Source: an optimization exercise on an open RTL-to-GDS flow (aim: small area and a short achievable clock period). Production flows keep margins and buffers that such runs may drop. Function was checked by simulation only, so behaviour that the tests miss may differ from the original. No activity file was given, so power comes from the tool's default toggle rates.

==> flow/run.sh <==
#!/bin/bash
# Standard ORFS layout with three changes: port buffers are the smallest
# buffer, constant output ports share tie cells with their neighbours on the
# die edge, and CTS uses no dummy loads.
set -euo pipefail
R=$PWD/orfs/results/sky130hd/chess_top/base
cfg() { sed -n "s/^export $1 *= *//p" config.mk | tail -1; }
BUFS=$(cfg CTS_BUF_LIST)
[ -n "$BUFS" ] || BUFS="sky130_fd_sc_hd__clkbuf_2 sky130_fd_sc_hd__clkbuf_4 sky130_fd_sc_hd__clkbuf_8"
CTS="-sink_clustering_enable -repair_clock_nets -dont_use_dummy_load -buf_list {$BUFS}"
[ -z "$(cfg CTS_CLUSTER_SIZE)" ] || CTS="$CTS -sink_clustering_size $(cfg CTS_CLUSTER_SIZE)"
[ -z "$(cfg CTS_CLUSTER_DIAMETER)" ] || CTS="$CTS -sink_clustering_max_diameter $(cfg CTS_CLUSTER_DIAMETER)"
export CTS_ARGS="$CTS"
echo "CTS_ARGS=$CTS_ARGS" > log_cts_args.txt
export BUFFER_PORTS_ARGS="-buffer_cell sky130_fd_sc_hd__buf_1"
bash standard.sh synth > log_synth.txt 2>&1
bash standard.sh $R/3_2_place_iop.odb > log_floorplan_iop.txt 2>&1
REGROUP_ODB=$R/3_2_place_iop.odb openroad -no_init -exit flow/regroup.tcl > log_regroup.txt 2>&1
bash standard.sh > log_finish.txt 2>&1
==> flow/regroup.tcl <==
# Share tie-low cells between constant output ports that sit next to each
# other on the die edge: each group of at most K neighbouring constant ports
# is driven by one tie cell. Any buffer between a tie and its port is dropped.
set odb $::env(REGROUP_ODB)
set K 32
set SPAN 40000
read_db $odb
set block [ord::get_db_block]
set die [$block getDieArea]
set W [$die xMax]; set H [$die yMax]
set entries {}
foreach inst [$block getInsts] {
  if {[[$inst getMaster] getName] ne "sky130_fd_sc_hd__conb_1"} continue
  set lo [$inst findITerm LO]
  set net [$lo getNet]
  if {$net eq "NULL"} continue
  set bufs {}
  set ports [$net getBTerms]
  foreach it [$net getITerms] {
    set i2 [$it getInst]
    if {$i2 eq $inst} continue
    set m [[$i2 getMaster] getName]
    if {![string match "sky130_fd_sc_hd__buf_*" $m]} { set ports {}; break }
    lappend bufs $i2
    set onet [[$i2 findITerm X] getNet]
    if {[llength [$onet getITerms]] != 1} { set ports {}; break }
    foreach b [$onet getBTerms] { lappend ports $b }
  }
  if {[llength $ports] != 1 || [llength $bufs] > 1} continue
  set p [lindex $ports 0]
  set bb [$p getBBox]
  set cx [expr {([$bb xMin] + [$bb xMax]) / 2}]
  set cy [expr {([$bb yMin] + [$bb yMax]) / 2}]
  if {$cy <= [$bb yMax] && [$bb yMin] <= 0} { set pos $cx } \
  elseif {[$bb xMax] >= $W} { set pos [expr {$W + $cy}] } \
  elseif {[$bb yMax] >= $H} { set pos [expr {$W + $H + $W - $cx}] } \
  else { set pos [expr {2 * $W + $H + $H - $cy}] }
  lappend entries [list $pos $inst $net $bufs $p]
}
set entries [lsort -integer -index 0 $entries]
set groups 0; set removed 0
set cur {}
proc flush {} {
  upvar cur cur groups groups removed removed
  if {[llength $cur] == 0} return
  incr groups
  set keep [lindex $cur 0]
  set knet [lindex $keep 2]
  foreach e $cur {
    lassign $e pos inst net bufs p
    set pnet [$p getNet]
    $p disconnect
    foreach b $bufs {
      set onet [[$b findITerm X] getNet]
      odb::dbInst_destroy $b
      if {$onet ne $knet && [llength [$onet getITerms]] == 0 && [llength [$onet getBTerms]] == 0} { odb::dbNet_destroy $onet }
    }
    if {$inst ne [lindex $keep 1]} {
      odb::dbInst_destroy $inst
      if {[llength [$net getITerms]] == 0 && [llength [$net getBTerms]] == 0} { odb::dbNet_destroy $net }
      incr removed
    }
    $p connect $knet
  }
  set cur {}
}
foreach e $entries {
  if {[llength $cur] >= $K || ([llength $cur] > 0 && [lindex $e 0] - [lindex [lindex $cur 0] 0] > $SPAN)} { flush }
  lappend cur $e
}
flush
puts "regroup: [llength $entries] constant ports, $groups tie cells kept, $removed removed"
write_db $odb
==> standard.sh <==
#!/bin/bash
# synth_recipe.tcl (not shown) runs the flow's synth.tcl, then flattens the netlist and writes it again
# the make line also repeats each setting of config.mk as NAME=value (left out here)
make -C /OpenROAD-flow-scripts/flow DESIGN_CONFIG=/design/flow/config.mk WORK_HOME=/design/flow/orfs CLKGATE_MAP_FILE= SYNTH_SCRIPT=/design/flow/synth_recipe.tcl "${@:-finish}"
==> config.mk <==
export PLATFORM = sky130hd
export DESIGN_NAME = chess_top
export DESIGN_NICKNAME = chess_top
export VERILOG_FILES = /design/flow/design.v
export SDC_FILE = /design/flow/constraint.sdc
export NUM_CORES = 4
export LEC_CHECK = 0
export CAP_MARGIN = 20
export CORE_MARGIN = 2
export CORE_UTILIZATION = 40
export PLACE_DENSITY = 0.7
export SETUP_SLACK_MARGIN = 4.4
export SLEW_MARGIN = 20
export TNS_END_PERCENT = 10
==> constraint.sdc <==
create_clock -name core_clock -period 10.0 [get_ports {clk}]
set_input_delay 2.0000 -clock core_clock [delete_from_list [all_inputs] [get_ports {clk}]]
set_output_delay 2.0000 -clock core_clock [all_outputs]
set_load 0.01 [all_outputs]
==> design.v <==
package chess_pkg;
    typedef logic [2:0]   coord_t;    
    typedef logic [7:0]   square_t;   
    typedef logic [511:0] board_t;    
    typedef logic [11:0]  disp_t;     
    typedef logic [2:0]   sound_t;
    typedef logic [2:0]   click_t;
    typedef enum logic [1:0] {
        st_play      = 2'b01,
        st_black_win = 2'b10,
        st_white_win = 2'b11
    } game_state_e;
    localparam logic color_white = 1'b0;
    localparam logic color_black = 1'b1;
    localparam logic [2:0] piece_king   = 3'd1;
    localparam logic [2:0] piece_queen  = 3'd2;
    localparam logic [2:0] piece_bishop = 3'd3;
    localparam logic [2:0] piece_knight = 3'd4;
    localparam logic [2:0] piece_rook   = 3'd5;
    localparam logic [2:0] piece_pawn   = 3'd6;
    localparam sound_t snd_select   = 3'd1;
    localparam sound_t snd_deselect = 3'd2;
    localparam sound_t snd_move     = 3'd3;
    localparam sound_t snd_capture  = 3'd4;
    localparam sound_t snd_illegal  = 3'd5;
    localparam sound_t snd_gameover = 3'd7;
    localparam click_t click_none     = 3'd0;
    localparam click_t click_select   = 3'd1;
    localparam click_t click_deselect = 3'd2;
    localparam click_t click_try_move = 3'd3;
    localparam click_t click_illegal  = 3'd4;
endpackage
module chess_top (
    input  logic         clk,
    input  logic         rstn,
    input  logic [2:0]   cursor_x,
    input  logic [2:0]   cursor_y,
    input  logic         is_pressed,
    output logic [1:0]   state,
    output logic [767:0] board_data,
    output logic [2:0]   sound_code,
    output logic         play_sound
);
    logic         prev_pressed;
    logic         turn;           
    logic         has_sel;
    logic [2:0]   sx, sy;         
    logic [2:0]   skind;          
    logic [255:0] brd;            
    wire [2:0] cx = cursor_x;
    wire [2:0] cy = cursor_y;
    wire [5:0] cpos = {cy, cx};
    wire [5:0] spos = {sy, sx};
    logic [63:0] cur_oh, sel_oh, occ;
    for (genvar i = 0; i < 64; i++) begin : g_dec
        assign cur_oh[i] = (cpos == 6'(i));
        assign sel_oh[i] = has_sel && (spos == 6'(i));
        assign occ[i]    = |brd[i*4 +: 3];
    end
    wire [31:0] t_rank = brd[{cy, 5'b00000} +: 32];
    wire [3:0]  t      = t_rank[{cx, 2'b00} +: 4];
    wire       t_occ  = |t[2:0];
    wire       t_king = (t[2:0] == 3'd1);
    wire       own    = t_occ && (t[3] == turn);
    wire       on_sel = has_sel && (cpos == spos);
    wire       click  = is_pressed && !prev_pressed && !state[1];
    function automatic logic [3:0] sub3(input logic [2:0] a, input logic [2:0] b);
        sub3 = 4'd0;
        for (int i = 0; i < 8; i++)
            for (int j = 0; j < 8; j++)
                if (a == 3'(i) && b == 3'(j)) sub3 = 4'(i - j);
    endfunction
    function automatic logic [3:0] add3(input logic [2:0] a, input logic [2:0] b);
        add3 = 4'd0;
        for (int i = 0; i < 8; i++)
            for (int j = 0; j < 8; j++)
                if (a == 3'(i) && b == 3'(j)) add3 = 4'(i + j);
    endfunction
    function automatic logic [7:0] above(input logic [2:0] a);
        above = 8'd0;
        for (int i = 0; i < 8; i++)
            if (a == 3'(i)) for (int k = 0; k < 8; k++) above[k] = (i > k);
    endfunction
    function automatic logic [7:0] below(input logic [2:0] a);
        below = 8'd0;
        for (int i = 0; i < 8; i++)
            if (a == 3'(i)) for (int k = 0; k < 8; k++) below[k] = (i < k);
    endfunction
    wire [3:0] ddx = sub3(cx, sx);
    wire [3:0] ddy = sub3(cy, sy);
    wire zx  = (cx == sx);
    wire zy  = (cy == sy);
    wire ax1 = (ddx == 4'd1) || (ddx == 4'hf);
    wire ay1 = (ddy == 4'd1) || (ddy == 4'hf);
    wire ax2 = (ddx == 4'd2) || (ddx == 4'he);
    wire ay2 = (ddy == 4'd2) || (ddy == 4'he);
    wire on_d1 = (sub3(cx, cy) == sub3(sx, sy));
    wire on_d2 = (add3(cx, cy) == add3(sx, sy));
    wire straight = zx ^ zy;
    wire diagonal = (on_d1 || on_d2) && !zy;
    wire [7:0] sx_gt = above(sx), sx_lt = below(sx), sy_gt = above(sy), sy_lt = below(sy);
    wire [7:0] cx_gt = above(cx), cx_lt = below(cx), cy_gt = above(cy), cy_lt = below(cy);
    wire same_dir = sx_lt[cx] == sy_lt[cy];
    wire  [2:0] dsum  = 3'(add3(sx, sy));
    wire  [2:0] ddiff = 3'(sub3(sy, sx));
    logic [7:0] o_line, o_file, bx, by;
    always_comb begin
        for (int k = 0; k < 8; k++) begin
            logic [2:0] ly;
            ly        = zy ? sy : same_dir ? 3'(add3(ddiff, 3'(k))) : 3'(sub3(dsum, 3'(k)));
            o_line[k] = occ[{ly, 3'(k)}];
            o_file[k] = occ[{3'(k), sx}];
            bx[k]     = (sx_lt[k] && cx_gt[k]) || (cx_lt[k] && sx_gt[k]);
            by[k]     = (sy_lt[k] && cy_gt[k]) || (cy_lt[k] && sy_gt[k]);
        end
    end
    wire path_clear = zx ? !(|(o_file & by)) : !(|(o_line & bx));
    wire fwd_one = turn ? (ddy == 4'hf) : (ddy == 4'd1);
    wire fwd_two = turn ? (sy == 3'd6 && cy == 3'd4) : (sy == 3'd1 && cy == 3'd3);
    wire pawn_ok   = (zx && fwd_one && !t_occ)
                  || (zx && fwd_two && path_clear && !t_occ)
                  || (ax1 && fwd_one && t_occ);
    wire knight_ok = (ax1 && ay2) || (ax2 && ay1);
    wire king_ok   = (zx || ax1) && (zy || ay1);
    logic legal;
    always_comb begin
        case (skind)
            3'd6:    legal = pawn_ok;
            3'd4:    legal = knight_ok;
            3'd1:    legal = king_ok;
            3'd5:    legal = straight && path_clear;
            3'd3:    legal = diagonal && path_clear;
            3'd2:    legal = (straight || diagonal) && path_clear;
            default: legal = 1'b0;
        endcase
    end
    wire do_desel = click && on_sel;
    wire do_sel   = click && !on_sel && own;
    wire move     = click && !on_sel && !own && has_sel && legal;
    always_ff @(posedge clk or negedge rstn) begin
        if (!rstn) begin
            prev_pressed <= 1'b0;
            turn         <= 1'b0;
            has_sel      <= 1'b0;
            state        <= 2'b01;
            sound_code   <= 3'd0;
            play_sound   <= 1'b0;
        end else begin
            prev_pressed <= is_pressed;
            play_sound   <= click;
            if (click) begin
                if (on_sel) begin
                    has_sel    <= 1'b0;
                    sound_code <= 3'd2;
                end else if (own) begin
                    has_sel    <= 1'b1;
                    sound_code <= 3'd1;
                end else if (move) begin
                    has_sel    <= 1'b0;
                    turn       <= ~turn;
                    if (t_king) begin
                        sound_code <= 3'd7;
                        state      <= turn ? 2'b10 : 2'b11;
                    end else begin
                        sound_code <= t_occ ? 3'd4 : 3'd3;
                    end
                end else begin
                    sound_code <= 3'd5;
                end
            end
        end
    end
    always_ff @(posedge clk) begin
        if (do_sel) begin
            sx    <= cx;
            sy    <= cy;
            skind <= t[2:0];
        end
    end
    for (genvar i = 0; i < 64; i++) begin : g_sq
        localparam int X = i % 8;
        localparam int Y = i / 8;
        localparam logic [2:0] BACK = (X == 0 || X == 7) ? 3'd5 :
                                      (X == 1 || X == 6) ? 3'd4 :
                                      (X == 2 || X == 5) ? 3'd3 :
                                      (X == 3)           ? 3'd2 : 3'd1;
        localparam logic [3:0] INIT = (Y == 0) ? {1'b0, BACK} :
                                      (Y == 1) ? 4'b0110 :
                                      (Y == 6) ? 4'b1110 :
                                      (Y == 7) ? {1'b1, BACK} : 4'b0000;
        always_ff @(posedge clk or negedge rstn) begin
            if (!rstn) begin
                brd[i*4 +: 4] <= INIT;
            end else if (move && (cur_oh[i] || sel_oh[i])) begin
                brd[i*4 +: 4] <= cur_oh[i] ? {turn, skind} : 4'b0000;
            end
        end
        assign board_data[i*12 +: 12] = {2'b00, sel_oh[i], cur_oh[i] | sel_oh[i],
                                         3'b000, occ[i], brd[i*4 +: 4]};
    end
endmodule
==> flow_summary.html, run 1 <==
<table>
<tr><th>Metric</th><th>Value</th></tr>
<tr><th colspan="2">Run status</th></tr>
<tr><td>Status</td><td>no timing/DRC/antenna violations</td></tr>
<tr><th colspan="2">Logic synthesis</th></tr>
<tr><td>Average footprint of a synthesized cell</td><td>10.1 sq um</td></tr>
<tr><td>Leading register cell type out of synthesis</td><td>sky130_fd_sc_hd__dfrtp_1</td></tr>
<tr><td>Share of async-settable or async-resettable flops after synthesis</td><td>a little under 100%</td></tr>
<tr><td>Cell area after synthesis</td><td>between 15000 and 20000 sq um</td></tr>
<tr><td>Post-synth EDFFs</td><td>9</td></tr>
<tr><td>Share of Yosys cell area claimed by the top area cell type</td><td>25.2%</td></tr>
<tr><td>Count of warnings emitted by yosys</td><td>1</td></tr>
<tr><td>Synthesized instance count</td><td>around 1900</td></tr>
<tr><td>Number of storage elements in the synthesis netlist</td><td>around 270</td></tr>
<tr><td>Cell type contributing the most total cell area after synthesis</td><td>sky130_fd_sc_hd__dfrtp_1</td></tr>
<tr><td>Yosys cell types</td><td>between 80 and 90</td></tr>
<tr><td>Synth top area cells</td><td>sky130_fd_sc_hd__dfrtp_1, sky130_fd_sc_hd__buf_4, sky130_fd_sc_hd__o2bb2ai_1, sky130_fd_sc_hd__dfstp_2, sky130_fd_sc_hd__mux4_2</td></tr>
<tr><td>Part of the Yosys area used for sequential elements</td><td>36.7%</td></tr>
<tr><th colspan="2">Cells and area</th></tr>
<tr><td>Area occupied by multi-input gates</td><td>roughly 9300 sq um</td></tr>
<tr><td>Number of nets at the end of the flow</td><td>2063</td></tr>
<tr><td>Fillcell total</td><td>approximately 4500</td></tr>
<tr><td>Relative area change from synthesis to final layout</td><td>7.88%</td></tr>
<tr><td>Most common cell after layout, fill and taps aside</td><td>sky130_fd_sc_hd__buf_1</td></tr>
<tr><td>Share of cells above drive strength 1</td><td>about 17%</td></tr>
<tr><td>Highest-count cells in the layout ignoring fill and taps</td><td>sky130_fd_sc_hd__buf_1, sky130_fd_sc_hd__o2bb2ai_1, sky130_fd_sc_hd__dfrtp_1</td></tr>
<tr><td>Sequential standard cell area</td><td>6990 sq um</td></tr>
<tr><th colspan="2">Routing</th></tr>
<tr><td>DRC marker count from the first detailed-route iteration</td><td>~2600</td></tr>
<tr><td>Met1 Wirelength</td><td>between 30000 and 40000 um</td></tr>
<tr><td>Via/cell ratio</td><td>~6.8</td></tr>
<tr><td>Total wirelength of the detailed-routed design</td><td>between 90000 and 100000 um</td></tr>
<tr><td>Via count of the routed design</td><td>~18000</td></tr>
<tr><td>Met2 WL</td><td>around 40000 um</td></tr>
<tr><td>Routed wl met3</td><td>12200 um</td></tr>
<tr><td>Detail Route Antenna Nets</td><td>0</td></tr>
<tr><td>Wire length per cell</td><td>approximately 35 um</td></tr>
<tr><td>Residual DRC</td><td>0</td></tr>
<tr><td>Top sig layer</td><td>met4</td></tr>
<tr><td>Length of the first detailed-routing pass in iterations</td><td>5</td></tr>
<tr><th colspan="2">Min path</th></tr>
<tr><td>Hold Path Class</td><td>flop to flop</td></tr>
<tr><th colspan="2">STA</th></tr>
<tr><td>Highest Clock Rate</td><td>~170 MHz</td></tr>
<tr><td>Final hold violation count</td><td>0</td></tr>
<tr><td>Worst-case clock skew</td><td>55.5 ps</td></tr>
<tr><td>Clock period minus final worst setup slack</td><td>between 5000 and 6000 ps</td></tr>
<tr><td>Final-report setup violation count</td><td>0</td></tr>
<tr><td>PnR worst setup slack</td><td>4220 ps</td></tr>
<tr><td>Transition at the pin with the smallest max-transition slack</td><td>1190 ps</td></tr>
<tr><td>Share of the clock period used by the worst path after layout</td><td>between 50% and 60%</td></tr>
<tr><td>RSZ-0062 raised after global routing</td><td>yes</td></tr>
<tr><td>Worst slew margin</td><td>roughly a fifth</td></tr>
<tr><td>Pins Over Slew Limit</td><td>0</td></tr>
<tr><td>Setup tns final</td><td>0 ps</td></tr>
<tr><th colspan="2">GRT</th></tr>
<tr><td>Total global routing track utilization</td><td>around 35%</td></tr>
<tr><td>Vias in the first global route</td><td>between 15000 and 20000</td></tr>
<tr><td>Overall overflow remaining after global route</td><td>0</td></tr>
<tr><td>Initial antenna violation count</td><td>1</td></tr>
<tr><td>Global-route wire length before repair</td><td>roughly 130000 um</td></tr>
<tr><td>Maximum number of pins on one net before global-route repair</td><td>around 150</td></tr>
<tr><th colspan="2">Job</th></tr>
<tr><td>Number of max-cap violations</td><td>0</td></tr>
<tr><th colspan="2">Critical path</th></tr>
<tr><td>CP endpoint kind</td><td>flop</td></tr>
<tr><td>Required time at the endpoint of the critical path</td><td>about 10000 ps</td></tr>
<tr><td>Largest driver fanout on the critical path</td><td>29</td></tr>
<tr><td>Start-to-end type of the worst setup path</td><td>input port to flop</td></tr>
<tr><td>Arr. time, crit path</td><td>roughly 6200 ps</td></tr>
<tr><td>Kind of start point of the critical path</td><td>input port</td></tr>
<tr><td>Flop-to-flop setup slack</td><td>roughly 4800 ps</td></tr>
<tr><th colspan="2">Clocking</th></tr>
<tr><td>CTS H-tree depth</td><td>2</td></tr>
<tr><td>CTS tree</td><td>built</td></tr>
<tr><td>Buffers from clock root to sink, at most</td><td>3</td></tr>
<tr><td>Skew-Pair Late Insertion Delay</td><td>580 ps</td></tr>
<tr><td>Number of CTS-inserted buffers</td><td>43</td></tr>
<tr><td>Hold buffers post-CTS</td><td>0</td></tr>
<tr><td>Clock-pin slew on the worst setup and hold paths</td><td>approximately 60 ps</td></tr>
<tr><td>Clock sink count</td><td>between 200 and 300</td></tr>
<tr><td>Clock tree root driver cell</td><td>sky130_fd_sc_hd__clkbuf_8</td></tr>
<tr><th colspan="2">Die</th></tr>
<tr><td>Die height</td><td>between 200 and 250 um</td></tr>
<tr><td>Initial core utilization</td><td>40.7%</td></tr>
<tr><td>Core footprint</td><td>46800 sq um</td></tr>
<tr><td>Total number of placement rows</td><td>79</td></tr>
<tr><td>Num ports</td><td>between 700 and 800</td></tr>
<tr><td>Die X</td><td>between 200 and 250 um</td></tr>
<tr><td>Total Die Area</td><td>49300 sq um</td></tr>
<tr><th colspan="2">Place</th></tr>
<tr><td>Post-detail-place hpwl</td><td>about 63000 um</td></tr>
<tr><td>Pre-CTS setup slack</td><td>around 2600 ps</td></tr>
<tr><td>Routability congestion estimate</td><td>about 1.1</td></tr>
<tr><td>Number of input and output port buffers inserted</td><td>approximately 460</td></tr>
<tr><th colspan="2">Power</th></tr>
<tr><td>Share of total power consumed by net switching</td><td>a little under two fifths</td></tr>
<tr><td>Sequential power share</td><td>a little over two fifths</td></tr>
<tr><td>Clock Power Share</td><td>27.6%</td></tr>
<tr><td>Peak supply drop</td><td>roughly 0.098 mV</td></tr>
<tr><td>PwrDens</td><td>141 nW/um^2</td></tr>
<tr><td>Share of total power in combinational logic</td><td>29.3%</td></tr>
<tr><td>Net Switching</td><td>1.09 mW</td></tr>
<tr><td>Internal Pwr Total</td><td>around 1.8 mW</td></tr>
<tr><td>Leakage Power</td><td>7.72 nW</td></tr>
</table>
-- through the flow --
stage	std cells	hold slack, ps	area [sq um]	power, mW	util, %
6_report	2657	468	20500	2.89	43.9
5_1_grt	2656	503	20500	2.96	43.9
3_5_place_dp	2568	463	18900	2.01	40.5
3_3_place_gp	2568	464	18900	2.00	40.5
2_1_floorplan	2211	474	20200	1.80	-
4_1_cts	2643	472	20300	2.83	43.4
-- registers in the layout, indices dropped and copies added (netlist names) --
name,flops
sx,3
prev_pressed,1
sy,3
has_sel,1
skind,3
brd,256
turn,1
sound_code,3
state,2
play_sound,1
-- power groups by stage --
stage               clock, mW  combinational (mW)  sequential (mW)
CTS                     0.791               0.800             1.24
global placement            0               0.747             1.26
finish                  0.798               0.848             1.25
floorplan                   0               0.563             1.24
detailed placement          0               0.749             1.26
global route            0.835               0.872             1.25
-- critical path, cell delays in order --
cell and delay (ps):
sky130_fd_sc_hd__clkbuf_16 210, sky130_fd_sc_hd__buf_16 250, sky130_fd_sc_hd__mux4_2 580, sky130_fd_sc_hd__mux2i_1 450, sky130_fd_sc_hd__o22ai_1 160, sky130_fd_sc_hd__a221o_1 330
sky130_fd_sc_hd__nand3b_1 170, sky130_fd_sc_hd__nand2_1 140, sky130_fd_sc_hd__nand2b_1 220, sky130_fd_sc_hd__nor3_2 290, sky130_fd_sc_hd__nor4_4 70, sky130_fd_sc_hd__buf_4 150
sky130_fd_sc_hd__buf_4 150, sky130_fd_sc_hd__buf_4 180, sky130_fd_sc_hd__o211ai_4 650, sky130_fd_sc_hd__o2bb2ai_1 160
-- cells in the mapped netlist (all sizes together) (6+ instances only) --
master and count:
o31ai 6, dfrtp 192, and3 6, xnor2 22
mux2i 47, dfstp 73, nand2b 22, nor2b 16
a31oi 9, o211ai 79, or3 72, o21ai 82
a21oi 32, nor3 27, o22ai 11, a22oi 6
nand3b 6, nand2 136, inv 15, edfxtp 9
nand3 25, clkbuf 49, o2bb2ai 257, nor2 126
mux2 10, xor2 11, mux4 71, buf 393
-- layer usage --
layer / GRT usage [%] / up-vias
li1: - / 7056
met2: 53.9 / 1689
met5: 0 / -
met3: 9.71 / 401
met4: 26.2 / 0
met1: 43.1 / 8915
-- final timing paths --
kind / from / endpoint / cells after the start
max: cursor_y[0] / brd[244]$_DFFE_PN1P_ / 16
min: state[0]$_DFFE_PN1P_ / state[0]$_DFFE_PN1P_ / 2
max reg2reg: sx[1]$_DFFE_PP_ / brd[97]$_DFFE_PN0P_ / 21
min reg2reg: state[0]$_DFFE_PN1P_ / state[0]$_DFFE_PN1P_ / 2
max in group asynchronous: rstn / brd[18]$_DFFE_PN0P_ / 3
min in group asynchronous: rstn / brd[192]$_DFFE_PN0P_ / 1
-- layout make-up --
class,instances,area share (%)
multi-input combinational,1178,45.5
sequential,274,34.1
timing repair buffer,537,13.5
tap,607,3.70
clock buffer,43,2.88
inverter,15,0.335
timing repair inverter,1,0.0366
antenna,2,0.0244
-- timing repair --
action | CTS | global route
pin swaps | 12 | 2
endpoints found under the setup margin | 327 | 322
gates resized for setup | 85 | 31
setup buffers | 23 | 9
gates cloned | 9 | 3
-- cells by family (layout without fill, tap and decap cells) --
family	Yosys count	count (layout)	share of synthesized area, %
xor+xnor	33	33	1.78
flops	274	274	36.7
simple gates	462	462	11.7
mux	128	128	11.5
fa+ha+maj	6	6	0.368
other cells	1	18	0.0197
compound gates	531	533	21.8
buf+inv	457	596	16.2
==> inputs of run 2 (changes only) <==
--- a/config.mk
+++ b/config.mk
@@ -8,7 +8,7 @@
 export CAP_MARGIN = 20
 export CORE_MARGIN = 2
 export CORE_UTILIZATION = 40
-export PLACE_DENSITY = 0.7
+export CTS_BUF_LIST = sky130_fd_sc_hd__clkbuf_2 sky130_fd_sc_hd__clkbuf_4
 export SETUP_SLACK_MARGIN = 4.4
 export SLEW_MARGIN = 20
 export TNS_END_PERCENT = 10
==> flow_summary.html, run 2 <==
<table>
<tr><th>Metric</th><th>Value</th></tr>
<tr><th colspan="2">Logic synthesis</th></tr>
<tr><td>Largest family of logic cells by synthesized area</td><td>compound AO/OA/AOI/OAI gates</td></tr>
<tr><td>Average footprint of a synthesized cell</td><td>between 10 and 15 sq um</td></tr>
<tr><td>Library cell with the highest instance count after synthesis</td><td>sky130_fd_sc_hd__buf_4</td></tr>
<tr><td>Cell area after synthesis</td><td>approximately 19000 sq um</td></tr>
<tr><td>Post-synth EDFFs</td><td>9</td></tr>
<tr><td>Portion of netlist area occupied by mux cells</td><td>11.5%</td></tr>
<tr><td>Part of the Yosys area used for sequential elements</td><td>36.7%</td></tr>
<tr><td>Top post-synthesis cells by count</td><td>sky130_fd_sc_hd__buf_4, sky130_fd_sc_hd__o2bb2ai_1, sky130_fd_sc_hd__dfrtp_1, sky130_fd_sc_hd__nand2_1, sky130_fd_sc_hd__nor2_1</td></tr>
<tr><td>Number of storage elements in the synthesis netlist</td><td>around 270</td></tr>
<tr><td>Leading register cell type out of synthesis</td><td>sky130_fd_sc_hd__dfrtp_1</td></tr>
<tr><td>Cell type contributing the most total cell area after synthesis</td><td>sky130_fd_sc_hd__dfrtp_1</td></tr>
<tr><td>Yosys cell types</td><td>87</td></tr>
<tr><td>Share of async-settable or async-resettable flops after synthesis</td><td>a little over nine tenths</td></tr>
<tr><td>Synthesized instance count</td><td>roughly 1900</td></tr>
<tr><td>Share of Yosys cell area claimed by the top area cell type</td><td>about a quarter</td></tr>
<tr><td>Fraction of the mapped netlist area in simple logic gates</td><td>11.7%</td></tr>
<tr><td>Synth Area in XOR/XNOR</td><td>under 10%</td></tr>
<tr><td>Count of warnings emitted by yosys</td><td>1</td></tr>
<tr><td>Synth top area cells</td><td>sky130_fd_sc_hd__dfrtp_1, sky130_fd_sc_hd__buf_4, sky130_fd_sc_hd__o2bb2ai_1, sky130_fd_sc_hd__dfstp_2, sky130_fd_sc_hd__mux4_2</td></tr>
<tr><td>Compound-Gate Fraction of Synth Area</td><td>between 20% and 30%</td></tr>
<tr><td>Post-synthesis share of cell area spent on full adders, half adders and majority gates</td><td>less than 1%</td></tr>
<tr><th colspan="2">STA</th></tr>
<tr><td>Share of the clock period used by the worst path after layout</td><td>between 50% and 60%</td></tr>
<tr><td>Setup tns final</td><td>0 ps</td></tr>
<tr><td>Worst-case clock skew</td><td>approximately 57 ps</td></tr>
<tr><td>Final hold violation count</td><td>0</td></tr>
<tr><td>PnR worst setup slack</td><td>about 4200 ps</td></tr>
<tr><td>Transition at the pin with the smallest max-transition slack</td><td>1330 ps</td></tr>
<tr><td>Worst slew margin</td><td>about 11%</td></tr>
<tr><td>RSZ-0062 raised after global routing</td><td>yes</td></tr>
<tr><td>Clock period minus final worst setup slack</td><td>between 5000 and 6000 ps</td></tr>
<tr><td>Final-report setup violation count</td><td>0</td></tr>
<tr><td>Worst hold slack across all endpoints</td><td>489 ps</td></tr>
<tr><td>Highest Clock Rate</td><td>between 150 and 200 MHz</td></tr>
<tr><td>Pins Over Slew Limit</td><td>0</td></tr>
<tr><th colspan="2">Clocking</th></tr>
<tr><td>Buffers from clock root to sink, at most</td><td>3</td></tr>
<tr><td>Clock tree root driver cell</td><td>sky130_fd_sc_hd__clkbuf_4</td></tr>
<tr><td>Clock-pin slew on the worst setup and hold paths</td><td>approximately 60 ps</td></tr>
<tr><td>Skew-Pair Late Insertion Delay</td><td>about 750 ps</td></tr>
<tr><td>Clock sink count</td><td>between 200 and 300</td></tr>
<tr><td>Number of CTS-inserted buffers</td><td>between 70 and 80</td></tr>
<tr><td>CTS H-tree depth</td><td>3</td></tr>
<tr><td>CTS tree</td><td>built</td></tr>
<tr><td>Hold buffers post-CTS</td><td>0</td></tr>
<tr><th colspan="2">Critical path</th></tr>
<tr><td>Start-to-end type of the worst setup path</td><td>flop to output port</td></tr>
<tr><td>Largest driver fanout on the critical path</td><td>14</td></tr>
<tr><td>Kind of start point of the critical path</td><td>flop</td></tr>
<tr><td>Required time at the endpoint of the critical path</td><td>about 8000 ps</td></tr>
<tr><td>Arr. time, crit path</td><td>about 3800 ps</td></tr>
<tr><td>CP endpoint kind</td><td>output port</td></tr>
<tr><th colspan="2">Cells and area</th></tr>
<tr><td>Total non-filler cell area in the finished layout</td><td>~20000 sq um</td></tr>
<tr><td>Most common cell after layout, fill and taps aside</td><td>sky130_fd_sc_hd__buf_1</td></tr>
<tr><td>Relative area change from synthesis to final layout</td><td>7.24%</td></tr>
<tr><td>Final design utilization</td><td>43.6%</td></tr>
<tr><td>Largest register by flop count</td><td>brd</td></tr>
<tr><td>Highest-count cells in the layout ignoring fill and taps</td><td>sky130_fd_sc_hd__buf_1, sky130_fd_sc_hd__o2bb2ai_1, sky130_fd_sc_hd__dfrtp_1</td></tr>
<tr><td>Number of flip-flops in the largest register</td><td>256</td></tr>
<tr><td>Number of nets at the end of the flow</td><td>approximately 2100</td></tr>
<tr><td>Share of cells above drive strength 1</td><td>between 10% and 20%</td></tr>
<tr><th colspan="2">Place</th></tr>
<tr><td>Routability congestion estimate</td><td>roughly 1.1</td></tr>
<tr><td>Placed cell areas</td><td>19000 sq um</td></tr>
<tr><td>Number of input and output port buffers inserted</td><td>approximately 460</td></tr>
<tr><td>Post-detail-place hpwl</td><td>66100 um</td></tr>
<tr><td>Pre-CTS setup slack</td><td>2430 ps</td></tr>
<tr><th colspan="2">Die</th></tr>
<tr><td>Total Die Area</td><td>approximately 49000 sq um</td></tr>
<tr><td>Die X</td><td>222 um</td></tr>
<tr><td>Total number of placement rows</td><td>slightly below 80</td></tr>
<tr><td>Core footprint</td><td>between 40000 and 50000 sq um</td></tr>
<tr><td>Initial core utilization</td><td>between 40% and 50%</td></tr>
<tr><td>Die height</td><td>222 um</td></tr>
<tr><td>Num ports</td><td>between 700 and 800</td></tr>
<tr><th colspan="2">GRT</th></tr>
<tr><td>Overall overflow remaining after global route</td><td>0</td></tr>
<tr><td>Global-route met3 utilization</td><td>10.2%</td></tr>
<tr><td>Global route hottest layer</td><td>met2</td></tr>
<tr><td>Global-route wire length before repair</td><td>130000 um</td></tr>
<tr><td>Maximum number of pins on one net before global-route repair</td><td>168</td></tr>
<tr><td>Vias in the first global route</td><td>~17000</td></tr>
<tr><td>Global-route track usage on met1</td><td>between 40% and 50%</td></tr>
<tr><td>Initial antenna violation count</td><td>8</td></tr>
<tr><td>Global-route track usage on met2</td><td>53.5%</td></tr>
<tr><td>Total global routing track utilization</td><td>36.4%</td></tr>
<tr><th colspan="2">Routing</th></tr>
<tr><td>Length of the first detailed-routing pass in iterations</td><td>5</td></tr>
<tr><td>Via/cell ratio</td><td>6.79</td></tr>
<tr><td>Via count of the routed design</td><td>approximately 18000</td></tr>
<tr><td>Wire length per cell</td><td>roughly 35 um</td></tr>
<tr><td>Residual DRC</td><td>0</td></tr>
<tr><td>DRC marker count from the first detailed-route iteration</td><td>2349</td></tr>
<tr><td>Detail Route Antenna Nets</td><td>0</td></tr>
<tr><td>Total wirelength of the detailed-routed design</td><td>slightly above 90000 um</td></tr>
<tr><th colspan="2">Min path</th></tr>
<tr><td>Hold Path Class</td><td>flop to flop</td></tr>
<tr><th colspan="2">Job</th></tr>
<tr><td>Number of max-cap violations</td><td>0</td></tr>
<tr><th colspan="2">Power</th></tr>
<tr><td>Peak supply drop</td><td>about 0.073 mV</td></tr>
<tr><td>PwrDens</td><td>141 nW/um^2</td></tr>
<tr><td>Leakage Power</td><td>slightly below 8 nW</td></tr>
<tr><th colspan="2">Run status</th></tr>
<tr><td>Status</td><td>no timing/DRC/antenna violations</td></tr>
</table>
-- run 2: what timing repair did --
action                                  in CTS  in global routing
pin swaps                                    6                  4
resized for setup                           57                 75
gates cloned                                 8                  1
buffers inserted                            19                 13
endpoints found under the setup margin     328                324
-- run 2: cell type report --
class | instances | area (sq um)
Tap cell | 607 | 759
Fill cell | 4679 | 26300
Sequential cell | 274 | 6990
Inverter | 15 | 66.3
Multi-Input combinational cell | 1181 | 9400
Clock buffer | 73 | 548
Antenna cell | 4 | 10.0
Timing Repair Buffer | 536 | 2630
-- run 2: final timing paths --
check                                startpoint                   end  slack, ps  depth (start not counted)
min                        brd[223]$_DFFE_PN1P_  brd[223]$_DFFE_PN1P_        490                          1
max                             sy[0]$_DFFE_PP_       board_data[536]       4250                          4
max reg2reg                     sx[1]$_DFFE_PP_   brd[56]$_DFFE_PN0P_       4860                         20
min in group asynchronous                  rstn   brd[64]$_DFFE_PN0P_       1170                          1
max in group asynchronous                  rstn   brd[19]$_DFFE_PN0P_       7500                          2
min reg2reg                brd[223]$_DFFE_PN1P_  brd[223]$_DFFE_PN1P_        490                          1
-- run 2: routing by layer --
metal / wire [um] / part of all wire (%)
met5: 20 / 0.021
met4: 7230 / 7.8
met3: 11600 / 12
met2: 40200 / 43
met1: 34200 / 37
-- run 2: worst max-delay path, cell delays in order, from the launching register on --
cell and delay, ps:
sky130_fd_sc_hd__edfxtp_1 890, sky130_fd_sc_hd__nor2b_1 440, sky130_fd_sc_hd__nand2_1 740, sky130_fd_sc_hd__o21ai_0 740, sky130_fd_sc_hd__buf_1 230
-- run 2: logic make-up after synthesis --
| kind of cell | count (synthesis) |
|---|---|
| xor gates and xnor gates | 33 |
| buffers and inverters | 457 |
| DFF | 274 |
| muxes | 128 |
| AOI/OAI and AO/OA | 531 |
| and+or+nand+nor | 462 |
| other | 1 |
| adders and majority gates | 6 |
-- run 2: power breakdown --
| part | total, mW | internal [mW] | switching [mW] |
|---|---|---|---|
| clock network | 0.776 | 0.332 | 0.444 |
| logic | 0.834 | 0.245 | 0.588 |
| registers | 1.27 | 1.17 | 0.0952 |
-- run 2: through the flow --
stage / power [mW] / instances
4_1_cts: 2.82 / 2672
3_3_place_gp: 2.02 / 2571
2_1_floorplan: 1.80 / 2211
5_1_grt: 2.95 / 2688
3_5_place_dp: 2.02 / 2572
6_report: 2.88 / 2690
==> inputs of run 3 (changes only) <==
--- a/config.mk
+++ b/config.mk
@@ -8,7 +8,6 @@
 export CAP_MARGIN = 20
 export CORE_MARGIN = 2
 export CORE_UTILIZATION = 40
-export CTS_BUF_LIST = sky130_fd_sc_hd__clkbuf_2 sky130_fd_sc_hd__clkbuf_4
-export SETUP_SLACK_MARGIN = 4.4
+export SETUP_SLACK_MARGIN = 4.5
 export SLEW_MARGIN = 20
 export TNS_END_PERCENT = 10
==> flow_summary.html, run 3 <==
<table>
<tr><th>Metric</th><th>Value</th></tr>
<tr><th colspan="2">Logic synthesis</th></tr>
<tr><td>Yosys cell types</td><td>a little under 90</td></tr>
<tr><td>Average footprint of a synthesized cell</td><td>10.1 sq um</td></tr>
<tr><td>Synth top area cells</td><td>sky130_fd_sc_hd__dfrtp_1, sky130_fd_sc_hd__buf_4, sky130_fd_sc_hd__o2bb2ai_1, sky130_fd_sc_hd__dfstp_2, sky130_fd_sc_hd__mux4_2</td></tr>
<tr><td>Leading register cell type out of synthesis</td><td>sky130_fd_sc_hd__dfrtp_1</td></tr>
<tr><td>Synthesized instance count</td><td>1892</td></tr>
<tr><td>Part of the Yosys area used for sequential elements</td><td>36.7%</td></tr>
<tr><td>Post-synth EDFFs</td><td>9</td></tr>
<tr><td>Share of async-settable or async-resettable flops after synthesis</td><td>about 97%</td></tr>
<tr><td>Number of storage elements in the synthesis netlist</td><td>approximately 270</td></tr>
<tr><td>Library cell with the highest instance count after synthesis</td><td>sky130_fd_sc_hd__buf_4</td></tr>
<tr><td>Share of Yosys cell area claimed by the top area cell type</td><td>25.2%</td></tr>
<tr><td>Cell type contributing the most total cell area after synthesis</td><td>sky130_fd_sc_hd__dfrtp_1</td></tr>
<tr><td>Count of warnings emitted by yosys</td><td>1</td></tr>
<tr><td>Cell area after synthesis</td><td>around 19000 sq um</td></tr>
<tr><td>Top post-synthesis cells by count</td><td>sky130_fd_sc_hd__buf_4, sky130_fd_sc_hd__o2bb2ai_1, sky130_fd_sc_hd__dfrtp_1, sky130_fd_sc_hd__nand2_1, sky130_fd_sc_hd__nor2_1</td></tr>
<tr><th colspan="2">Power</th></tr>
<tr><td>Clock Power Share</td><td>approximately 28%</td></tr>
<tr><td>PwrDens</td><td>about 140 nW/um^2</td></tr>
<tr><td>Net Switching</td><td>roughly 1.1 mW</td></tr>
<tr><td>Share of total power in combinational logic</td><td>29.6%</td></tr>
<tr><td>Internal Pwr Total</td><td>1.84 mW</td></tr>
<tr><td>Total design power</td><td>a little under 3 mW</td></tr>
<tr><td>Sequential power share</td><td>a little over two fifths</td></tr>
<tr><td>Peak supply drop</td><td>between 0.07 and 0.08 mV</td></tr>
<tr><td>Share of total power consumed by net switching</td><td>a little under two fifths</td></tr>
<tr><td>Leakage Power</td><td>about 8 nW</td></tr>
<tr><th colspan="2">STA</th></tr>
<tr><td>Clock period minus final worst setup slack</td><td>between 5000 and 6000 ps</td></tr>
<tr><td>PnR worst setup slack</td><td>4450 ps</td></tr>
<tr><td>Highest Clock Rate</td><td>about 180 MHz</td></tr>
<tr><td>Pins Over Slew Limit</td><td>0</td></tr>
<tr><td>Setup tns final</td><td>0 ps</td></tr>
<tr><td>Worst-case clock skew</td><td>about 64 ps</td></tr>
<tr><td>Final-report setup violation count</td><td>0</td></tr>
<tr><td>Worst slew margin</td><td>33.4%</td></tr>
<tr><td>Final hold violation count</td><td>0</td></tr>
<tr><td>Share of the clock period used by the worst path after layout</td><td>between 50% and 60%</td></tr>
<tr><td>Transition at the pin with the smallest max-transition slack</td><td>~1000 ps</td></tr>
<tr><td>RSZ-0062 raised after global routing</td><td>yes</td></tr>
<tr><th colspan="2">Die</th></tr>
<tr><td>Total number of placement rows</td><td>79</td></tr>
<tr><td>Initial core utilization</td><td>between 40 and 50%</td></tr>
<tr><td>Total Die Area</td><td>between 40000 and 50000 sq um</td></tr>
<tr><td>Die X</td><td>between 200 and 250 um</td></tr>
<tr><td>Core footprint</td><td>between 40000 and 50000 sq um</td></tr>
<tr><td>Die height</td><td>about 220 um</td></tr>
<tr><td>Num ports</td><td>a little under 800</td></tr>
<tr><th colspan="2">Clocking</th></tr>
<tr><td>Buffers from clock root to sink, at most</td><td>3</td></tr>
<tr><td>CTS tree</td><td>built</td></tr>
<tr><td>Skew-Pair Late Insertion Delay</td><td>between 600 and 700 ps</td></tr>
<tr><td>Clock tree root driver cell</td><td>sky130_fd_sc_hd__clkbuf_8</td></tr>
<tr><td>Clock-pin slew on the worst setup and hold paths</td><td>60 ps</td></tr>
<tr><td>Hold buffers post-CTS</td><td>0</td></tr>
<tr><td>CTS H-tree depth</td><td>2</td></tr>
<tr><td>Number of CTS-inserted buffers</td><td>45</td></tr>
<tr><td>Clock sink count</td><td>between 200 and 300</td></tr>
<tr><th colspan="2">Place</th></tr>
<tr><td>Post-detail-place hpwl</td><td>66000 um</td></tr>
<tr><td>Pre-CTS setup slack</td><td>2390 ps</td></tr>
<tr><td>Routability congestion estimate</td><td>between 1 and 1.5</td></tr>
<tr><td>Number of input and output port buffers inserted</td><td>462</td></tr>
<tr><td>Total instance count after detailed placement</td><td>~2600</td></tr>
<tr><td>Placed cell areas</td><td>19100 sq um</td></tr>
<tr><th colspan="2">GRT</th></tr>
<tr><td>Maximum number of pins on one net before global-route repair</td><td>around 190</td></tr>
<tr><td>Global-route met3 utilization</td><td>a little under 8%</td></tr>
<tr><td>Global-route track usage on met1</td><td>48.1%</td></tr>
<tr><td>Overall overflow remaining after global route</td><td>0</td></tr>
<tr><td>Total global routing track utilization</td><td>a little over a third</td></tr>
<tr><td>Global route hottest layer</td><td>met2</td></tr>
<tr><td>Global-route track usage on met2</td><td>about 54%</td></tr>
<tr><td>Global-route wire length before repair</td><td>around 130000 um</td></tr>
<tr><td>Initial antenna violation count</td><td>2</td></tr>
<tr><td>Vias in the first global route</td><td>17200</td></tr>
<tr><th colspan="2">Critical path</th></tr>
<tr><td>Arr. time, crit path</td><td>roughly 3600 ps</td></tr>
<tr><td>CP endpoint kind</td><td>output port</td></tr>
<tr><td>Start-to-end type of the worst setup path</td><td>input port to output port</td></tr>
<tr><td>Kind of start point of the critical path</td><td>input port</td></tr>
<tr><td>Largest driver fanout on the critical path</td><td>18</td></tr>
<tr><td>Required time at the endpoint of the critical path</td><td>around 8000 ps</td></tr>
<tr><th colspan="2">Cells and area</th></tr>
<tr><td>Fillcell total</td><td>4535</td></tr>
<tr><td>Relative area change from synthesis to final layout</td><td>11.4%</td></tr>
<tr><td>Most common cell after layout, fill and taps aside</td><td>sky130_fd_sc_hd__buf_1</td></tr>
<tr><td>Share of cells above drive strength 1</td><td>21.1%</td></tr>
<tr><td>Layout Cells excl Fill</td><td>about 2700</td></tr>
<tr><td>Number of flip-flops in the largest register</td><td>256</td></tr>
<tr><td>Number of nets at the end of the flow</td><td>~2100</td></tr>
<tr><td>Total non-filler cell area in the finished layout</td><td>21200 sq um</td></tr>
<tr><td>Area occupied by multi-input gates</td><td>~9600 sq um</td></tr>
<tr><td>Highest-count cells in the layout ignoring fill and taps</td><td>sky130_fd_sc_hd__buf_1, sky130_fd_sc_hd__o2bb2ai_1, sky130_fd_sc_hd__dfrtp_1</td></tr>
<tr><td>Largest register by flop count</td><td>brd</td></tr>
<tr><td>Sequential standard cell area</td><td>6990 sq um</td></tr>
<tr><th colspan="2">Routing</th></tr>
<tr><td>Via count of the routed design</td><td>approximately 18000</td></tr>
<tr><td>Via/cell ratio</td><td>between 6 and 7</td></tr>
<tr><td>DRC marker count from the first detailed-route iteration</td><td>approximately 2400</td></tr>
<tr><td>Residual DRC</td><td>0</td></tr>
<tr><td>Wire length per cell</td><td>35.2 um</td></tr>
<tr><td>Detail Route Antenna Nets</td><td>0</td></tr>
<tr><td>Total wirelength of the detailed-routed design</td><td>94500 um</td></tr>
<tr><td>Length of the first detailed-routing pass in iterations</td><td>5</td></tr>
<tr><th colspan="2">Run status</th></tr>
<tr><td>Status</td><td>no timing/DRC/antenna violations</td></tr>
<tr><th colspan="2">Job</th></tr>
<tr><td>Number of max-cap violations</td><td>0</td></tr>
<tr><th colspan="2">Min path</th></tr>
<tr><td>Hold Path Class</td><td>flop to flop</td></tr>
</table>
-- run 3: cell types whose count changed in the layout (fill, tap and decap cells not counted), moves of 4 or more --
cell / before / now
sky130_fd_sc_hd__nor3_4: 0 / 4
sky130_fd_sc_hd__bufbuf_16: 4 / 0
sky130_fd_sc_hd__o21ai_0: 51 / 37
sky130_fd_sc_hd__clkbuf_8: 4 / 46
sky130_fd_sc_hd__clkbuf_4: 75 / 2
sky130_fd_sc_hd__buf_12: 5 / 19
sky130_fd_sc_hd__clkbuf_16: 1 / 10
sky130_fd_sc_hd__o21ai_2: 18 / 31
sky130_fd_sc_hd__nand2_2: 11 / 6
-- run 3: final timing paths --
path,from,to,slack (ps),cells after the start
min,state[0]$_DFFE_PN1P_,state[0]$_DFFE_PN1P_,470,2
min in group asynchronous,rstn,brd[163]$_DFFE_PN0P_,1450,2
max reg2reg,sx[1]$_DFFE_PP_,brd[65]$_DFFE_PN0P_,4930,21
min reg2reg,state[0]$_DFFE_PN1P_,state[0]$_DFFE_PN1P_,470,2
max in group asynchronous,rstn,brd[4]$_DFFE_PN0P_,6550,4
max,cursor_y[2],board_data[128],4450,7
-- run 3: power by group through the flow --
stage	sequential [mW]	clock, mW	combinational, mW
2_1_floorplan	1.24	0	0.567
3_3_place_gp	1.26	0	0.755
3_5_place_dp	1.26	0	0.762
4_1_cts	1.25	0.831	0.804
5_1_grt	1.25	0.870	0.910
6_report	1.25	0.831	0.876
-- run 3: metal layers --
metal / up-vias / wire, um
met4: 4 / 6620
met1: 9197 / 35500
met2: 1552 / 41200
met3: 330 / 11200
met5: - / 22
li1: 7100 / -
-- run 3: what timing repair did --
item	4_1_cts	5_1_grt
endpoints found under the setup margin	327	327
gates cloned	4	10
hold endpoints to repair	0	0
resized for setup	102	89
pin swaps	13	13
buffers inserted	29	23
-- run 3: critical path: stages --
cell and delay, ps:
sky130_fd_sc_hd__clkbuf_8 190, sky130_fd_sc_hd__inv_8 140, sky130_fd_sc_hd__buf_16 210, sky130_fd_sc_hd__and3_4 370
sky130_fd_sc_hd__nand2_1 180, sky130_fd_sc_hd__o21ai_2 160, sky130_fd_sc_hd__buf_1 260
-- run 3: kinds of logic after synthesis --
| kind of cell | after synthesis | share of synthesized area (%) |
|---|---|---|
| AO/OA/AOI/OAI | 531 | 21.8 |
| AND/OR/NAND/NOR | 462 | 11.7 |
| buffers and inverters | 457 | 16.2 |
| flip-flops | 274 | 36.7 |
| multiplexers | 128 | 11.5 |
| XOR/XNOR | 33 | 1.78 |
| adder cells (fa/ha/maj) | 6 | 0.368 |
| other | 1 | 0.0197 |
-- run 3: stage by stage --
stage | hold slack (ps) | util [%]
6_report | 467 | 45.3
5_1_grt | 490 | 45.3
4_1_cts | 470 | 43.7
3_5_place_dp | 461 | 40.8
3_3_place_gp | 460 | 40.7
2_1_floorplan | 474 | -
-- run 3: layout make-up --
type	count	share of cell area (%)
multi-input combinational	1182	45.4
inverter	15	0.354
timing repair buffer	561	14.7
sequential	274	33.0
clock buffer	45	2.92
tap	607	3.58
antenna	2	0.0236
==> inputs of run 4 (changes only) <==
--- a/design.v
+++ b/design.v
@@ -51,7 +51,13 @@
     wire [2:0] cy = cursor_y;
     wire [5:0] cpos = {cy, cx};
     wire [5:0] spos = {sy, sx};
-    logic [63:0] cur_oh, sel_oh, occ;
+    logic [63:0] cur_oh, sel_oh, occ, mark;
+    logic [7:0]  cxo, cyo;
+    for (genvar k = 0; k < 8; k++) begin : g_cdec
+        assign cxo[k] = (cx == 3'(k));
+        assign cyo[k] = (cy == 3'(k));
+    end
+    chess_mark u_mark (.cxo(cxo), .cyo(cyo), .sel_oh(sel_oh), .mark(mark));
     for (genvar i = 0; i < 64; i++) begin : g_dec
         assign cur_oh[i] = (cpos == 6'(i));
         assign sel_oh[i] = has_sel && (spos == 6'(i));
@@ -195,7 +201,17 @@
                 brd[i*4 +: 4] <= cur_oh[i] ? {turn, skind} : 4'b0000;
             end
         end
-        assign board_data[i*12 +: 12] = {2'b00, sel_oh[i], cur_oh[i] | sel_oh[i],
+        assign board_data[i*12 +: 12] = {2'b00, sel_oh[i], mark[i],
                                          3'b000, occ[i], brd[i*4 +: 4]};
     end
 endmodule
+module chess_mark (
+    input  logic [7:0]  cxo,
+    input  logic [7:0]  cyo,
+    input  logic [63:0] sel_oh,
+    output logic [63:0] mark
+);
+    for (genvar i = 0; i < 64; i++) begin : g_m
+        assign mark[i] = (cxo[i % 8] && cyo[i / 8]) || sel_oh[i];
+    end
+endmodule
--- a/config.mk
+++ b/config.mk
@@ -8,6 +8,8 @@
 export CAP_MARGIN = 20
 export CORE_MARGIN = 2
 export CORE_UTILIZATION = 40
-export SETUP_SLACK_MARGIN = 4.5
+export SETUP_SLACK_MARGIN = 4.4
 export SLEW_MARGIN = 20
+export SYNTH_HIERARCHICAL = 1
+export SYNTH_MINIMUM_KEEP_SIZE = 0
 export TNS_END_PERCENT = 10
==> flow_summary.html, run 4 <==
<table>
<tr><th>Metric</th><th>Value</th></tr>
<tr><th colspan="2">Place</th></tr>
<tr><td>Routability congestion estimate</td><td>approximately 1.0</td></tr>
<tr><td>Pre-CTS setup slack</td><td>between 2000 and 2500 ps</td></tr>
<tr><td>Number of input and output port buffers inserted</td><td>462</td></tr>
<tr><td>Post-detail-place hpwl</td><td>approximately 77000 um</td></tr>
<tr><th colspan="2">Logic synthesis</th></tr>
<tr><td>Compound-Gate Fraction of Synth Area</td><td>a little under a quarter</td></tr>
<tr><td>Leading register cell type out of synthesis</td><td>sky130_fd_sc_hd__dfrtp_1</td></tr>
<tr><td>Synth top area cells</td><td>sky130_fd_sc_hd__dfrtp_1, sky130_fd_sc_hd__buf_4, sky130_fd_sc_hd__o21ai_0, sky130_fd_sc_hd__dfstp_2, sky130_fd_sc_hd__mux4_2</td></tr>
<tr><td>Library cell with the highest instance count after synthesis</td><td>sky130_fd_sc_hd__o21ai_0</td></tr>
<tr><td>Share of async-settable or async-resettable flops after synthesis</td><td>between 90 and 100%</td></tr>
<tr><td>Cell type contributing the most total cell area after synthesis</td><td>sky130_fd_sc_hd__dfrtp_1</td></tr>
<tr><td>Post-synthesis share of cell area spent on full adders, half adders and majority gates</td><td>less than 1%</td></tr>
<tr><td>Synth Area in XOR/XNOR</td><td>between 1.5 and 2%</td></tr>
<tr><td>Largest family of logic cells by synthesized area</td><td>compound AO/OA/AOI/OAI gates</td></tr>
<tr><td>Top post-synthesis cells by count</td><td>sky130_fd_sc_hd__o21ai_0, sky130_fd_sc_hd__buf_4, sky130_fd_sc_hd__dfrtp_1, sky130_fd_sc_hd__nand2_1, sky130_fd_sc_hd__nor2_1</td></tr>
<tr><td>Fraction of the mapped netlist area in simple logic gates</td><td>12.1%</td></tr>
<tr><td>Part of the Yosys area used for sequential elements</td><td>about 36%</td></tr>
<tr><td>Synthesized instance count</td><td>2190</td></tr>
<tr><td>Share of Yosys cell area claimed by the top area cell type</td><td>24.6%</td></tr>
<tr><td>Number of storage elements in the synthesis netlist</td><td>approximately 270</td></tr>
<tr><td>Cell area after synthesis</td><td>19600 sq um</td></tr>
<tr><td>Post-synth EDFFs</td><td>9</td></tr>
<tr><td>Portion of netlist area occupied by mux cells</td><td>between 10% and 20%</td></tr>
<tr><td>Yosys cell types</td><td>80</td></tr>
<tr><td>Average footprint of a synthesized cell</td><td>just under 9 sq um</td></tr>
<tr><td>Count of warnings emitted by yosys</td><td>7</td></tr>
<tr><th colspan="2">Routing</th></tr>
<tr><td>Detail Route Antenna Nets</td><td>0</td></tr>
<tr><td>Residual DRC</td><td>0</td></tr>
<tr><td>Total wirelength of the detailed-routed design</td><td>approximately 110000 um</td></tr>
<tr><td>Wire length per cell</td><td>35.7 um</td></tr>
<tr><td>Length of the first detailed-routing pass in iterations</td><td>8</td></tr>
<tr><td>Via count of the routed design</td><td>around 20000</td></tr>
<tr><td>Via/cell ratio</td><td>between 6 and 7</td></tr>
<tr><td>DRC marker count from the first detailed-route iteration</td><td>between 2000 and 3000</td></tr>
<tr><th colspan="2">Clocking</th></tr>
<tr><td>Clock sink count</td><td>roughly 270</td></tr>
<tr><td>Clock tree root driver cell</td><td>sky130_fd_sc_hd__clkbuf_8</td></tr>
<tr><td>CTS tree</td><td>built</td></tr>
<tr><td>Clock-pin slew on the worst setup and hold paths</td><td>about 50 ps</td></tr>
<tr><td>CTS H-tree depth</td><td>2</td></tr>
<tr><td>Number of CTS-inserted buffers</td><td>47</td></tr>
<tr><td>Buffers from clock root to sink, at most</td><td>3</td></tr>
<tr><td>Skew-Pair Late Insertion Delay</td><td>approximately 640 ps</td></tr>
<tr><th colspan="2">Die</th></tr>
<tr><td>Die X</td><td>between 200 and 250 um</td></tr>
<tr><td>Total Die Area</td><td>roughly 51000 sq um</td></tr>
<tr><td>Initial core utilization</td><td>40.2%</td></tr>
<tr><td>Core footprint</td><td>approximately 50000 sq um</td></tr>
<tr><td>Die height</td><td>approximately 230 um</td></tr>
<tr><td>Num ports</td><td>783</td></tr>
<tr><td>Total number of placement rows</td><td>81</td></tr>
<tr><th colspan="2">GRT</th></tr>
<tr><td>Maximum number of pins on one net before global-route repair</td><td>152</td></tr>
<tr><td>Global-route wire length before repair</td><td>between 100000 and 150000 um</td></tr>
<tr><td>Vias in the first global route</td><td>18500</td></tr>
<tr><td>Overall overflow remaining after global route</td><td>0</td></tr>
<tr><td>Initial antenna violation count</td><td>2</td></tr>
<tr><td>Total global routing track utilization</td><td>around two fifths</td></tr>
<tr><th colspan="2">Critical path</th></tr>
<tr><td>Cell repeated most along the worst path</td><td>sky130_fd_sc_hd__buf_12</td></tr>
<tr><td>Biggest cell delay along the critical path</td><td>between 300 and 400 ps</td></tr>
<tr><td>Series of cell instances along the critical path</td><td>clkbuf_4 &gt; buf_12 &gt; nor2_2 &gt; nand2_2 &gt; clkinvlp_4 &gt; buf_12 &gt; a21o_1 &gt; buf_1</td></tr>
<tr><td>Required time at the endpoint of the critical path</td><td>8000 ps</td></tr>
<tr><td>Largest driver fanout on the critical path</td><td>15</td></tr>
<tr><td>Slowest cell on crit path</td><td>sky130_fd_sc_hd__nor2_2</td></tr>
<tr><td>Arr. time, crit path</td><td>around 3800 ps</td></tr>
<tr><td>CP endpoint kind</td><td>output port</td></tr>
<tr><td>Start-to-end type of the worst setup path</td><td>input port to output port</td></tr>
<tr><td>Kind of start point of the critical path</td><td>input port</td></tr>
<tr><th colspan="2">Min path</th></tr>
<tr><td>Hold Path Class</td><td>flop to flop</td></tr>
<tr><th colspan="2">Job</th></tr>
<tr><td>Number of max-cap violations</td><td>0</td></tr>
<tr><th colspan="2">STA</th></tr>
<tr><td>PnR worst setup slack</td><td>~4200 ps</td></tr>
<tr><td>Worst slew margin</td><td>between 20% and 30%</td></tr>
<tr><td>Final hold violation count</td><td>0</td></tr>
<tr><td>Share of the clock period used by the worst path after layout</td><td>between 50% and 60%</td></tr>
<tr><td>Setup tns final</td><td>0 ps</td></tr>
<tr><td>Worst-case clock skew</td><td>81.7 ps</td></tr>
<tr><td>Clock period minus final worst setup slack</td><td>5750 ps</td></tr>
<tr><td>RSZ-0062 raised after global routing</td><td>yes</td></tr>
<tr><td>Final-report setup violation count</td><td>0</td></tr>
<tr><td>Transition at the pin with the smallest max-transition slack</td><td>between 1000 and 1500 ps</td></tr>
<tr><td>Pins Over Slew Limit</td><td>0</td></tr>
<tr><td>Worst hold slack across all endpoints</td><td>between 400 and 500 ps</td></tr>
<tr><td>Highest Clock Rate</td><td>174 MHz</td></tr>
<tr><th colspan="2">Cells and area</th></tr>
<tr><td>Number of nets at the end of the flow</td><td>2367</td></tr>
<tr><td>Largest register by flop count</td><td>brd</td></tr>
<tr><td># diodes</td><td>0</td></tr>
<tr><td>Number of flip-flops in the largest register</td><td>256</td></tr>
<tr><td>Share of cells above drive strength 1</td><td>16.6%</td></tr>
<tr><td>Relative area change from synthesis to final layout</td><td>8.91%</td></tr>
<tr><td>Most common cell after layout, fill and taps aside</td><td>sky130_fd_sc_hd__buf_1</td></tr>
<tr><td>Fillcell total</td><td>4846</td></tr>
<tr><td>Highest-count cells in the layout ignoring fill and taps</td><td>sky130_fd_sc_hd__buf_1, sky130_fd_sc_hd__o21ai_0, sky130_fd_sc_hd__dfrtp_1</td></tr>
<tr><th colspan="2">Power</th></tr>
<tr><td>Peak supply drop</td><td>0.0890 mV</td></tr>
<tr><td>PwrDens</td><td>around 140 nW/um^2</td></tr>
<tr><td>Leakage Power</td><td>8.69 nW</td></tr>
<tr><td>Total design power</td><td>between 3 and 4 mW</td></tr>
<tr><th colspan="2">Run status</th></tr>
<tr><td>Status</td><td>no timing/DRC/antenna violations</td></tr>
</table>
[run 4: changes by cell type in the layout (fill, tap and decap cells not counted), sizes merged, moves of 19 or more]
cell	previous run	this run
nand2	136	156
o21ai	82	419
nor3	27	46
nand3	25	48
a21o	2	68
inv	14	39
o2bb2ai	257	65
o22ai	11	78
or3	72	44
o211ai	81	6
[run 4: final cells by class]
class	instances	area (sq um)	share of cell area, %
clock buffer	47	647	3.04
inverter	56	277	1.30
multi-input combinational	1412	9660	45.3
sequential	274	6990	32.8
tap	622	778	3.65
timing repair buffer	563	2960	13.9
[run 4: power breakdown]
| part | switching, mW | internal, mW | leakage, nW |
|---|---|---|---|
| combinational | 0.644 | 0.254 | 4.86 |
| clock | 0.450 | 0.413 | 0.338 |
| sequential | 0.0818 | 1.17 | 3.50 |
| total | 1.18 | 1.84 | 8.69 |
[run 4: what timing repair did]
action                     4_1_cts  5_1_grt
hold endpoints to repair         0        0
gates resized for setup         92       57
cloned                           0        3
hold buffers                     0        0
setup buffers                   39       10
pin swaps                        3        6
setup endpoints to repair      334      306
[run 4: worst max-delay path: cells and delay by family]
family          cells  cell delay [ps]
compound gates      1              120
simple gates        2              580
buf+inv             5             1010
[run 4: per-module statistics from Yosys (local to each module, per instance)]
| module | cells inside | flops+latches | area (sq um) |
|---|---|---|---|
| chess_mark | 80 | 0 | 657 |
| chess_top | 2110 | 274 | 18900 |
[run 4: per-layer routing]
layer	global-route usage, %	routed length, um
met4	21.3	7240
met1	51.3	38400
met5	0	13
met3	13.0	14400
met2	60.6	46100
[run 4: worst paths after layout]
check | startpoint | endpoint | slack (ps) | cells after the start
setup / recovery | cursor_x[1] | board_data[200] | 4250 | 8
hold / removal | state[0]$_DFFE_PN1P_ | state[0]$_DFFE_PN1P_ | 490 | 2
setup reg to reg | sy[0]$_DFFE_PP_ | brd[19]$_DFFE_PN0P_ | 4640 | 17
hold reg to reg | state[0]$_DFFE_PN1P_ | state[0]$_DFFE_PN1P_ | 490 | 2
max in group asynchronous | rstn | brd[74]$_DFFE_PN0P_ | 7090 | 2
min in group asynchronous | rstn | brd[63]$_DFFE_PN0P_ | 1470 | 1
[run 4: logic make-up after synthesis]
logic type / count (synthesis)
compound gates: 742
fa+ha+maj: 7
buf+inv: 521
mux: 114
other cells: 1
simple gates: 500
xor+xnor: 31
flops: 274
[run 4: stage by stage]
stage | std cells | util, % | instance area, sq um
finish | 2974 | 43.8 | 21300
detailed placement | 2875 | 40.0 | 19400
global route | 2974 | 43.8 | 21300
floorplan | 2509 | - | 20800
global placement | 2875 | 40.0 | 19400
CTS | 2961 | 43.0 | 20900

static timing again, ports no longer ideal:
The flow's constraints put no driver on any port. The routed layouts listed below were extracted and timed again, unchanged, in two steps.
Step 1, drivers: a clkbuf_16 drives clk and a buf_2 each remaining input, both assumed.
Step 2 times the ports against the registers' clock, not the clock port: input delays grow and output delays shrink by t, the midpoint of the rising clock arrivals with the driver on.
a / b / c = no drivers / after step 1 / after step 2; a / b = the first two.
run | t (ns) | setup slack, ns | hold WS [ns] | worst slew at a driven data input, ns
run 1 | 0.611 | 4.225 / 4.126 / 3.597 | 0.468 / 0.468 / 0.468 | 0.22
run 2 | 0.772 | 4.247 / 4.177 / 3.681 | 0.489 / 0.489 / 0.489 | 0.16
run 3 | 0.627 | 4.446 / 4.331 / 3.729 | 0.467 / 0.467 / 0.467 | 0.19
run 4 | 0.653 | 4.247 / 4.227 / 3.753 | 0.493 / 0.493 / 0.493 | 0.12
After both steps every run listed still meets setup and hold. For run 3, which loses most, drivers alone change the setup slack by -0.115 ns; drivers and shift together by -0.717 ns.
